This design comes from an exercise in tuning for a short achievable clock period and few clock cycles on the open sky130 flow, not from production work. In this exercise RTL edits were held to simulation tests only and were not proved equivalent to the original. Power is estimated from default activity; no workload was simulated.

==> flow/design.v <==
package perf_pkg;
  localparam logic [4-1:0] REG_START       = 4'd0;
  localparam logic [4-1:0] REG_IDLE        = 4'd1;
  localparam logic [4-1:0] REG_CLEAR       = 4'd2;
  localparam logic [4-1:0] REG_AW_COUNT    = 4'd3;
  localparam logic [4-1:0] REG_W_COUNT     = 4'd4;
  localparam logic [4-1:0] REG_B_COUNT     = 4'd5;
  localparam logic [4-1:0] REG_BUSY_CYCLES = 4'd6;
  localparam logic [4-1:0] REG_DATA_WIDTH  = 4'd7;
  localparam logic [4-1:0] REG_G0_BASE     = 4'd8;
  localparam logic [4-1:0] REG_G0_BEATS    = 4'd9;
  localparam logic [4-1:0] REG_G0_STRIDE   = 4'd10;
  localparam logic [4-1:0] REG_G0_NUM      = 4'd11;
  localparam logic [4-1:0] REG_G1_BASE     = 4'd12;
  localparam logic [4-1:0] REG_G1_BEATS    = 4'd13;
  localparam logic [4-1:0] REG_G1_STRIDE   = 4'd14;
  localparam logic [4-1:0] REG_G1_NUM      = 4'd15;
  localparam logic CTRL_IDLE    = 1'b0;
  localparam logic CTRL_RUNNING = 1'b1;
endpackage
module perf_regs (
  input  logic                        clk,
  input  logic                        rst_n,
  input  logic                        reg_we,
  input  logic [4-1:0] reg_addr,
  input  logic [32-1:0]      reg_wdata,
  output logic [32-1:0]      reg_rdata,
  input  logic [1:0]                  busy,
  input  logic [32-1:0]     aw_count,
  input  logic [32-1:0]     w_count,
  input  logic [32-1:0]     b_count,
  input  logic [32-1:0]     busy_cycles,
  output logic [1:0]                  start,
  output logic                        clear,
  output logic                        running,
  output logic [2*20-1:0]   cfg_base,
  output logic [15:0]                 cfg_beats,
  output logic [2*20-1:0]   cfg_stride,
  output logic [31:0]                 cfg_num
);
  logic                    state;
  logic                    cfg_sel;
  logic [20-1:0] rd_base;
  logic [7:0]              rd_beats;
  logic [20-1:0] rd_stride;
  logic [15:0]             rd_num;
  assign cfg_sel = reg_addr[2];
  assign running = (state == perf_pkg::CTRL_RUNNING);
  always_ff @(posedge clk) begin
    if (!rst_n) begin
      state <= perf_pkg::CTRL_IDLE;
      start <= '0;
      clear <= 1'b0;
    end else begin
      start <= '0;
      clear <= 1'b0;
      if (state == perf_pkg::CTRL_IDLE) begin
        if (|start) begin
          state <= perf_pkg::CTRL_RUNNING;
        end else if (reg_we && reg_addr == perf_pkg::REG_START) begin
          start <= reg_wdata[1:0];
        end
        if (reg_we && reg_addr == perf_pkg::REG_CLEAR && reg_wdata[0]) begin
          clear <= 1'b1;
        end
      end else begin
        if (!(|busy)) begin
          state <= perf_pkg::CTRL_IDLE;
        end
      end
    end
  end
  always_ff @(posedge clk) begin
    if (!rst_n) begin
      cfg_base   <= '0;
      cfg_beats  <= '0;
      cfg_stride <= '0;
      cfg_num    <= '0;
    end else if (reg_we && reg_addr[3]) begin
      case (reg_addr[1:0])
        2'd0: cfg_base[cfg_sel*20 +: 20] <= reg_wdata[20-1:0];
        2'd1: cfg_beats[cfg_sel*8 +: 8] <= reg_wdata[7:0];
        2'd2: cfg_stride[cfg_sel*20 +: 20] <= reg_wdata[20-1:0];
        default: cfg_num[cfg_sel*16 +: 16] <= reg_wdata[15:0];
      endcase
    end
  end
  assign rd_base   = cfg_base[cfg_sel*20 +: 20];
  assign rd_beats  = cfg_beats[cfg_sel*8 +: 8];
  assign rd_stride = cfg_stride[cfg_sel*20 +: 20];
  assign rd_num    = cfg_num[cfg_sel*16 +: 16];
  always_comb begin
    reg_rdata = '0;
    case (reg_addr)
      perf_pkg::REG_IDLE:        reg_rdata = 32'(!running);
      perf_pkg::REG_AW_COUNT:    reg_rdata = aw_count;
      perf_pkg::REG_W_COUNT:     reg_rdata = w_count;
      perf_pkg::REG_B_COUNT:     reg_rdata = b_count;
      perf_pkg::REG_BUSY_CYCLES: reg_rdata = busy_cycles;
      perf_pkg::REG_DATA_WIDTH:  reg_rdata = 32'(16);
      perf_pkg::REG_G0_BASE, perf_pkg::REG_G1_BASE:
        reg_rdata = 32'(rd_base);
      perf_pkg::REG_G0_BEATS, perf_pkg::REG_G1_BEATS:
        reg_rdata = 32'(rd_beats);
      perf_pkg::REG_G0_STRIDE, perf_pkg::REG_G1_STRIDE:
        reg_rdata = 32'(rd_stride);
      perf_pkg::REG_G0_NUM, perf_pkg::REG_G1_NUM:
        reg_rdata = 32'(rd_num);
      default: reg_rdata = '0;
    endcase
  end
endmodule
module perf_wr_gen (
  input  logic                    clk,
  input  logic                    rst_n,
  input  logic                    start,
  input  logic [20-1:0] cfg_base,
  input  logic [7:0]              cfg_beats,
  input  logic [20-1:0] cfg_stride,
  input  logic [15:0]             cfg_num,
  output logic                    busy,
  output logic [20-1:0] aw_addr_o,
  output logic [4-2:0]   aw_id,
  output logic [7:0]              aw_len,
  output logic [2:0]              aw_size,
  output logic [1:0]              aw_burst,
  output logic                    aw_valid,
  input  logic                    aw_ready,
  output logic [16-1:0] w_data,
  output logic [(16 / 8)-1:0] w_strb,
  output logic                    w_last,
  output logic                    w_valid,
  input  logic                    w_ready,
  input  logic                    b_valid,
  output logic                    b_ready
);
  localparam int SIZE = $clog2((16 / 8));
  logic [7:0]              beats_q;
  logic [20-1:0] stride_q;
  logic [15:0]             num_q;
  logic [15:0]             aw_cnt;
  logic [15:0]             w_cnt;
  logic [15:0]             b_cnt;
  logic [7:0]              beat_cnt;
  logic [20-1:0] aw_addr;
  logic [20-1:0] w_addr;
  logic [20-1:0] beat_addr;
  logic                    aw_fire;
  logic                    w_fire;
  logic                    b_fire;
  assign aw_fire = aw_valid && aw_ready;
  assign w_fire  = w_valid && w_ready;
  assign b_fire  = b_valid && b_ready;
  assign b_ready = 1'b1;
  assign aw_valid  = busy && (aw_cnt != num_q);
  assign aw_addr_o = aw_addr;
  assign aw_id     = aw_cnt[4-2:0];
  assign aw_len    = beats_q - 8'd1;
  assign aw_size   = 3'(SIZE);
  assign aw_burst  = 2'b01;
  assign w_last    = (beat_cnt == beats_q - 8'd1);
  assign beat_addr = w_addr + 20'(beat_cnt);
  assign w_valid   = busy && (w_cnt != aw_cnt);
  assign w_data    = beat_addr[16-1:0];
  assign w_strb    = '1;
  always_ff @(posedge clk) begin
    if (!rst_n) begin
      busy     <= 1'b0;
      aw_cnt   <= '0;
      w_cnt    <= '0;
      b_cnt    <= '0;
      beat_cnt <= '0;
    end else if (start && !busy) begin
      busy     <= 1'b1;
      aw_cnt   <= '0;
      w_cnt    <= '0;
      b_cnt    <= '0;
      beat_cnt <= '0;
    end else if (busy) begin
      if (aw_fire) begin
        aw_cnt <= aw_cnt + 16'd1;
      end
      if (w_fire) begin
        beat_cnt <= w_last ? 8'd0 : beat_cnt + 8'd1;
        if (w_last) begin
          w_cnt <= w_cnt + 16'd1;
        end
      end
      if (b_fire) begin
        b_cnt <= b_cnt + 16'd1;
      end
      if (num_q == '0 || (b_fire && b_cnt == num_q - 16'd1)) begin
        busy <= 1'b0;
      end
    end
  end
  always_ff @(posedge clk) begin
    if (start && !busy) begin
      beats_q  <= cfg_beats;
      stride_q <= cfg_stride;
      num_q    <= cfg_num;
      aw_addr  <= cfg_base;
      w_addr   <= cfg_base;
    end else begin
      if (aw_fire) begin
        aw_addr <= aw_addr + stride_q;
      end
      if (w_fire && w_last) begin
        w_addr <= w_addr + stride_q;
      end
    end
  end
endmodule
module perf_wr_arbiter (
  input  logic                      clk,
  input  logic                      rst_n,
  input  logic [2*20-1:0] g_aw_addr,
  input  logic [2*(4-1)-1:0] g_aw_id,
  input  logic [15:0]               g_aw_len,
  input  logic [5:0]                g_aw_size,
  input  logic [3:0]                g_aw_burst,
  input  logic [1:0]                g_aw_valid,
  output logic [1:0]                g_aw_ready,
  input  logic [2*16-1:0] g_w_data,
  input  logic [2*(16 / 8)-1:0] g_w_strb,
  input  logic [1:0]                g_w_last,
  input  logic [1:0]                g_w_valid,
  output logic [1:0]                g_w_ready,
  output logic [1:0]                g_b_valid,
  input  logic [1:0]                g_b_ready,
  output logic [20-1:0]   m_aw_addr,
  output logic [4-1:0]     m_aw_id,
  output logic [7:0]                m_aw_len,
  output logic [2:0]                m_aw_size,
  output logic [1:0]                m_aw_burst,
  output logic                      aw_valid,
  input  logic                      aw_ready,
  output logic [16-1:0]   m_w_data,
  output logic [(16 / 8)-1:0]   m_w_strb,
  output logic                      m_w_last,
  output logic                      w_valid,
  input  logic                      w_ready,
  input  logic [4-1:0]     m_b_id,
  input  logic                      b_valid,
  output logic                      b_ready
);
  localparam int GID_W = 4 - 1;
  logic rr_last;
  logic rr_pick;
  logic aw_sel;
  logic aw_lock_sel;
  logic w_owner;
  logic b_sel;
  logic aw_lock;
  logic w_active;
  assign rr_pick = g_aw_valid[!rr_last] ? !rr_last : rr_last;
  assign aw_sel     = aw_lock ? aw_lock_sel : rr_pick;
  assign aw_valid   = !w_active && g_aw_valid[aw_sel];
  assign m_aw_addr  = g_aw_addr[aw_sel*20 +: 20];
  assign m_aw_id    = {aw_sel, g_aw_id[aw_sel*GID_W +: GID_W]};
  assign m_aw_len   = g_aw_len[aw_sel*8 +: 8];
  assign m_aw_size  = g_aw_size[aw_sel*3 +: 3];
  assign m_aw_burst = g_aw_burst[aw_sel*2 +: 2];
  assign m_w_data = g_w_data[w_owner*16 +: 16];
  assign m_w_strb = g_w_strb[w_owner*(16 / 8) +: (16 / 8)];
  assign m_w_last = g_w_last[w_owner];
  assign w_valid  = w_active && g_w_valid[w_owner];
  assign b_sel   = m_b_id[4-1];
  assign b_ready = g_b_ready[b_sel];
  always_comb begin
    for (int i = 0; i < 2; i++) begin
      g_aw_ready[i] = aw_ready && !w_active && (aw_sel == 1'(i));
      g_w_ready[i]  = w_ready && w_active && (w_owner == 1'(i));
      g_b_valid[i]  = b_valid && (b_sel == 1'(i));
    end
  end
  always_ff @(posedge clk) begin
    if (!rst_n) begin
      rr_last     <= '0;
      aw_lock     <= 1'b0;
      aw_lock_sel <= '0;
      w_active    <= 1'b0;
      w_owner     <= '0;
    end else begin
      aw_lock     <= aw_valid && !aw_ready;
      aw_lock_sel <= aw_sel;
      if (aw_valid && aw_ready) begin
        rr_last  <= aw_sel;
        w_active <= 1'b1;
        w_owner  <= aw_sel;
      end else if (w_valid && w_ready && m_w_last) begin
        w_active <= 1'b0;
      end
    end
  end
endmodule
module perf_wr_stats (
  input  logic                    clk,
  input  logic                    rst_n,
  input  logic                    clear,
  input  logic                    running,
  input  logic                    aw_valid,
  input  logic                    aw_ready,
  input  logic                    w_valid,
  input  logic                    w_ready,
  input  logic                    b_valid,
  input  logic                    b_ready,
  output logic [32-1:0] aw_count,
  output logic [32-1:0] w_count,
  output logic [32-1:0] b_count,
  output logic [32-1:0] busy_cycles
);
  logic aw_fire;
  logic w_fire;
  logic b_fire;
  assign aw_fire = aw_valid && aw_ready;
  assign w_fire  = w_valid && w_ready;
  assign b_fire  = b_valid && b_ready;
  always_ff @(posedge clk) begin
    if (!rst_n) begin
      aw_count    <= '0;
      w_count     <= '0;
      b_count     <= '0;
      busy_cycles <= '0;
    end else if (clear) begin
      aw_count    <= '0;
      w_count     <= '0;
      b_count     <= '0;
      busy_cycles <= '0;
    end else begin
      if (aw_fire) begin
        aw_count <= aw_count + 1'b1;
      end
      if (w_fire) begin
        w_count <= w_count + 1'b1;
      end
      if (b_fire) begin
        b_count <= b_count + 1'b1;
      end
      if (running) begin
        busy_cycles <= busy_cycles + 1'b1;
      end
    end
  end
endmodule
module perf_top (
  input  logic                        clk,
  input  logic                        rst_n,
  input  logic                        reg_we,
  input  logic [4-1:0] reg_addr,
  input  logic [32-1:0]      reg_wdata,
  output logic [32-1:0]      reg_rdata,
  output logic [20-1:0]     m_aw_addr,
  output logic [4-1:0]       m_aw_id,
  output logic [7:0]                  m_aw_len,
  output logic [2:0]                  m_aw_size,
  output logic [1:0]                  m_aw_burst,
  output logic                        aw_valid,
  input  logic                        aw_ready,
  output logic [16-1:0]     m_w_data,
  output logic [(16 / 8)-1:0]     m_w_strb,
  output logic                        m_w_last,
  output logic                        w_valid,
  input  logic                        w_ready,
  input  logic [4-1:0]       m_b_id,
  input  logic [1:0]                  m_b_resp,
  input  logic                        b_valid,
  output logic                        b_ready
);
  localparam int GID_W = 4 - 1;
  logic [1:0]                  start;
  logic [1:0]                  busy;
  logic                        clear;
  logic                        running;
  logic [2*20-1:0]   cfg_base;
  logic [15:0]                 cfg_beats;
  logic [2*20-1:0]   cfg_stride;
  logic [31:0]                 cfg_num;
  logic [32-1:0]     aw_count;
  logic [32-1:0]     w_count;
  logic [32-1:0]     b_count;
  logic [32-1:0]     busy_cycles;
  logic [2*20-1:0]   g_aw_addr;
  logic [2*GID_W-1:0]          g_aw_id;
  logic [15:0]                 g_aw_len;
  logic [5:0]                  g_aw_size;
  logic [3:0]                  g_aw_burst;
  logic [1:0]                  g_aw_valid;
  logic [1:0]                  g_aw_ready;
  logic [2*16-1:0]   g_w_data;
  logic [2*(16 / 8)-1:0]   g_w_strb;
  logic [1:0]                  g_w_last;
  logic [1:0]                  g_w_valid;
  logic [1:0]                  g_w_ready;
  logic [1:0]                  g_b_valid;
  logic [1:0]                  g_b_ready;
  perf_regs u_regs (
    .clk(clk), .rst_n(rst_n),
    .reg_we(reg_we), .reg_addr(reg_addr), .reg_wdata(reg_wdata), .reg_rdata(reg_rdata),
    .busy(busy),
    .aw_count(aw_count), .w_count(w_count), .b_count(b_count), .busy_cycles(busy_cycles),
    .start(start), .clear(clear), .running(running),
    .cfg_base(cfg_base), .cfg_beats(cfg_beats), .cfg_stride(cfg_stride), .cfg_num(cfg_num)
  );
  for (genvar i = 0; i < 2; i++) begin : gen_wr
    perf_wr_gen u_gen (
      .clk(clk), .rst_n(rst_n),
      .start(start[i]),
      .cfg_base(cfg_base[i*20 +: 20]),
      .cfg_beats(cfg_beats[i*8 +: 8]),
      .cfg_stride(cfg_stride[i*20 +: 20]),
      .cfg_num(cfg_num[i*16 +: 16]),
      .busy(busy[i]),
      .aw_addr_o(g_aw_addr[i*20 +: 20]),
      .aw_id(g_aw_id[i*GID_W +: GID_W]),
      .aw_len(g_aw_len[i*8 +: 8]),
      .aw_size(g_aw_size[i*3 +: 3]),
      .aw_burst(g_aw_burst[i*2 +: 2]),
      .aw_valid(g_aw_valid[i]), .aw_ready(g_aw_ready[i]),
      .w_data(g_w_data[i*16 +: 16]),
      .w_strb(g_w_strb[i*(16 / 8) +: (16 / 8)]),
      .w_last(g_w_last[i]),
      .w_valid(g_w_valid[i]), .w_ready(g_w_ready[i]),
      .b_valid(g_b_valid[i]), .b_ready(g_b_ready[i])
    );
  end
  perf_wr_arbiter u_arb (
    .clk(clk), .rst_n(rst_n),
    .g_aw_addr(g_aw_addr), .g_aw_id(g_aw_id), .g_aw_len(g_aw_len),
    .g_aw_size(g_aw_size), .g_aw_burst(g_aw_burst),
    .g_aw_valid(g_aw_valid), .g_aw_ready(g_aw_ready),
    .g_w_data(g_w_data), .g_w_strb(g_w_strb), .g_w_last(g_w_last),
    .g_w_valid(g_w_valid), .g_w_ready(g_w_ready),
    .g_b_valid(g_b_valid), .g_b_ready(g_b_ready),
    .m_aw_addr(m_aw_addr), .m_aw_id(m_aw_id), .m_aw_len(m_aw_len),
    .m_aw_size(m_aw_size), .m_aw_burst(m_aw_burst),
    .aw_valid(aw_valid), .aw_ready(aw_ready),
    .m_w_data(m_w_data), .m_w_strb(m_w_strb), .m_w_last(m_w_last),
    .w_valid(w_valid), .w_ready(w_ready),
    .m_b_id(m_b_id), .b_valid(b_valid), .b_ready(b_ready)
  );
  perf_wr_stats u_stats (
    .clk(clk), .rst_n(rst_n), .clear(clear), .running(running),
    .aw_valid(aw_valid), .aw_ready(aw_ready),
    .w_valid(w_valid), .w_ready(w_ready),
    .b_valid(b_valid), .b_ready(b_ready),
    .aw_count(aw_count), .w_count(w_count), .b_count(b_count), .busy_cycles(busy_cycles)
  );
endmodule
==> flow/run.sh <==
#!/bin/bash
# synth_recipe.tcl (not shown) runs the flow's synth.tcl, then flattens the netlist and writes it again
# the make line also repeats each setting of config.mk as NAME=value (left out here)
make -C /OpenROAD-flow-scripts/flow DESIGN_CONFIG=/design/flow/config.mk WORK_HOME=/design/flow/orfs CLKGATE_MAP_FILE= SYNTH_SCRIPT=/design/flow/synth_recipe.tcl finish
==> flow/config.mk <==
export PLATFORM = sky130hd
export DESIGN_NAME = perf_top
export DESIGN_NICKNAME = perf_top
export VERILOG_FILES = /design/flow/design.v
export SDC_FILE = /design/flow/constraint.sdc
export NUM_CORES = 4
export LEC_CHECK = 0
export CAP_MARGIN = 20
export CORE_MARGIN = 2
export CORE_UTILIZATION = 40
export SLEW_MARGIN = 20
==> flow/constraint.sdc <==
create_clock -name core_clock -period 5.5 [get_ports {clk}]
set_input_delay 1.1000 -clock core_clock [delete_from_list [all_inputs] [get_ports {clk}]]
set_output_delay 1.1000 -clock core_clock [all_outputs]
set_load 0.01 [all_outputs]
==> metrics.cfg <==
[status]
outcome=no timing/DRC/antenna violations

[global_routing]
grtUsageTotal=0.2257
grt_pass1_vias=22146
gr-total-overflow=0
grt_max_degree=71
grt_pass1_wl_mm=132.9
antenna_found_initial=6

[logic_synthesis]
synth.most_common_cell=nand2_1
ys_ff_latch=538
synth_warnings=4
ys_seq_area_frac=0.4204
avgSynthCellArea_um2=8.813
synth_area_um2=29430
ys.flop_type=dfxtp_1
synth_edf_count=160
yosysUniqueCellTypes=89
syn_inst=3339
synth_common_cells=nand2_1 (529), dfxtp_1 (378), nor2_1 (349)
ys_top_cells_by_area=dfxtp_1 (26%), edfxtp_1 (16%), xnor2_1 (6.9%)
synth.top_cell.area_share=0.2572
postSynth.asyncResetShare=0
synth_top_area_cell=dfxtp_1

[timing]
min_period_ns=5.232
setup_slack_ns=0.2678
slew_headroom=0.2500
fin_setup_tns_ns=0
post-route-period-util=0.9513
maxSlewViolCount=0
rsz0062_at_grt=false
tightest_slew_ns=1.122
setup_viol=0
max_freq_mhz=191.1
hold_viol=0
finClkSkew_ns=0.02146

[setup_path]
crit_slowest_cell=o41ai_2
reg2reg_to=gen_wr[0].u_gen.aw_addr[19]$_DFFE_PP_
critPathCaptureType=output pin
rrSetupSlack_ns=1.97
cp_slowest_stage_delay_ns=0.80
startpoint_type=flop
path_buf_inv=4
path_cells=xnor2_1 > nand4_1 > o41ai_2 > mux2i_1 > o21ai_4 > buf_12 > inv_1 > buf_4 > o21ai_0 > clkdlybuf4s50_1
crit_arrival_ns=4.13
r2r-start=gen_wr[0].u_gen.aw_addr[3]$_DFFE_PP_
worstSetupPathType=flop to output pin
worst-path-max-fanout=39
critPathTopFamily=compound AO/OA/AOI/OAI gates
worstPathRequired_ns=4.40
reg2reg_depth=9

[route]
ant_nets=0
viasPerCell=5.475
wirelength_mm=86.60
drtPass1Iterations=7
wl_per_cell_um=19.70
drc=0
vias=24074
drt-initial-drc-count=2022

[clock_tree]
clockBufferDepth=3
postCtsHoldBufs=0
cts_root_buf=clkbuf_16
clk_pin_slew_ns=0.06
cts_tree=built
cts.sinks=538
cts_setup_buffers=0
htreeDepth=2
cts.repair.resized=0
cts_buffers=59
clk-insertion-delay-late_ns=0.64

[layout]
nets=3542
n_fill_cell=7163
areaGrowthSynthToFinish_pct=13.33
drive_gt1_frac=0.05971
fin_cells=4397
finish.utilization=0.4579

[pwr]
p_leak_uw=0.01167
p_per_area_nw_per_um2=250.8
power_uw=8366
vdd_drop_max_uv=244.2

[floorplanning]
core_um2=72830
fp.dieArea_um2=75750
start_util=0.4040
pin_count=139
die_w_um=275.2
rows=99
fp.dieH_um=275.2

[placement]
placed_cells=4283
dp_slack_ns=0.6750
gp_congestion=0.9009
io_buffers=113
dp_hpwl_mm=64.11

[worst_hold_path]
hold_path.class=flop to flop
min_path_cells=0
hold_path_end=gen_wr[0].u_gen.stride_q[11]$_DFFE_PP_

[flow_run]
maxCapViolations=0

==> logic make-up after synthesis <==
| logic type | count (synthesis) | share of synthesized area |
|---|---|---|
| other | 2 | 0.0002552 |
| flip-flops | 538 | 0.4204 |
| AND/OR/NAND/NOR | 1359 | 0.2141 |
| adder cells (fa/ha/maj) | 108 | 0.04745 |
| multiplexers | 76 | 0.03491 |
| AO/OA/AOI/OAI | 585 | 0.1195 |
| XOR/XNOR | 420 | 0.1282 |
| buffers and inverters | 251 | 0.03525 |
==> where the power goes <==
| part | internal [uW] | leakage, uW | switching [uW] |
|---|---|---|---|
| Sequential | 4090 | 0.00434 | 23.4 |
| Combinational | 98.7 | 0.00641 | 199 |
| Clock | 2260 | 0.000923 | 1700 |
| Total | 6450 | 0.0117 | 1920 |
==> metal layers <==
layer | share of wire | wire, um | global-route usage
met1 | 0.46 | 39720 | 0.3213
met3 | 0.066 | 5722 | 0.03636
met4 | 0.022 | 1917 | 0.05690
met5 | 0.00031 | 27 | 0
met2 | 0.45 | 39210 | 0.3563
==> per-stage QoR <==
stage / hold WS [ns] / cell area, um^2
after floorplan: 0.4235 / 29450
after global placement: 0.4408 / 31420
after detailed placement: 0.4499 / 31420
after CTS: 0.4602 / 33320
after global routing: 0.4709 / 33340
final: 0.4595 / 33350
==> placed cells by master (no fill, tap or decap), types with 9 or more instances in the layout <==
| cell type | netlist | routed |
|---|---|---|
| nand2_1 | 529 | 529 |
| dfxtp_1 | 378 | 378 |
| nor2_1 | 349 | 345 |
| a21oi_1 | 262 | 262 |
| xnor2_1 | 231 | 231 |
| xor2_1 | 182 | 182 |
| edfxtp_1 | 160 | 160 |
| o21ai_0 | 148 | 147 |
| clkdlybuf4s50_1 | 0 | 112 |
| ha_1 | 102 | 102 |
| nand3_1 | 94 | 94 |
| nand4_1 | 85 | 85 |
| inv_1 | 75 | 73 |
| nor3_1 | 64 | 61 |
| clkbuf_16 | 0 | 60 |
| and3_1 | 59 | 59 |
| mux2i_1 | 52 | 52 |
| or3_1 | 44 | 44 |
| a22oi_1 | 39 | 39 |
| buf_4 | 9 | 38 |
| a21o_1 | 21 | 21 |
| mux4_2 | 21 | 21 |
| and4_1 | 20 | 20 |
| nand2b_1 | 18 | 17 |
| nor2b_1 | 16 | 16 |
| nor4_1 | 16 | 16 |
| and2_1 | 16 | 16 |
| clkbuf_1 | 124 | 15 |
| o211ai_1 | 11 | 11 |
| o21bai_1 | 11 | 11 |
| or2_2 | 11 | 11 |
| a211oi_1 | 10 | 10 |
| clkinv_2 | 0 | 10 |
| o21a_1 | 9 | 9 |
==> how the worst max path moves through the flow <==
stage                               to  depth (start not counted)                                from  slack [ns]
final                       m_aw_id[2]                         10  gen_wr[1].u_gen.num_q[3]$_DFFE_PP_        0.27
after global routing        m_aw_id[2]                         10  gen_wr[1].u_gen.num_q[3]$_DFFE_PP_        0.07
after CTS                   m_aw_id[2]                         10  gen_wr[1].u_gen.num_q[3]$_DFFE_PP_        0.24
after detailed placement  reg_rdata[0]                          8                         reg_addr[1]        0.68
after global placement    reg_rdata[0]                          8                         reg_addr[1]        0.68
after floorplan           reg_rdata[0]                          7                         reg_addr[2]        1.34
==> area by class of cell <==
type,count,area (um^2),area share
diodes,5,12.51,0.0003752
clock buffers,80,1627,0.04877
clock inverters,28,275.3,0.008254
inverters,76,287.8,0.008629
multi-input cells,2556,16090,0.4824
flip-flops and latches,538,12370,0.3710
well taps,959,1200,0.03598
repair buffers,155,1486,0.04457
Testbench counts, summed over its fixed seeds: cycles 44,699.

afterwards: timing with drivers on the ports:
The results above use ideal ports. As a check the final layout listed here was re-extracted and re-timed, cells and wires unchanged. Step 1 (the two cells are an assumption about what drives the block):
set clk [get_ports {clk}]
set_driving_cell -lib_cell sky130_fd_sc_hd__clkbuf_16 $clk
set_driving_cell -lib_cell sky130_fd_sc_hd__buf_2 [delete_from_list [all_inputs] $clk]
Step 2 also shifts input and output timing later by t, the mid clock arrival at the registers, as if the neighbouring blocks saw the same clock. a / b / c = ideal ports / drivers / drivers and shift; a / b = the first two.
t, ns: 0.684
setup slack, ns: 0.268 / 0.208 / 0.581
worst hold slack (ns): 0.459 / 0.459 / 0.459
After both steps this run still meets setup and hold. For this run, drivers alone change the setup slack by -0.060 ns; drivers and shift together by +0.313 ns.
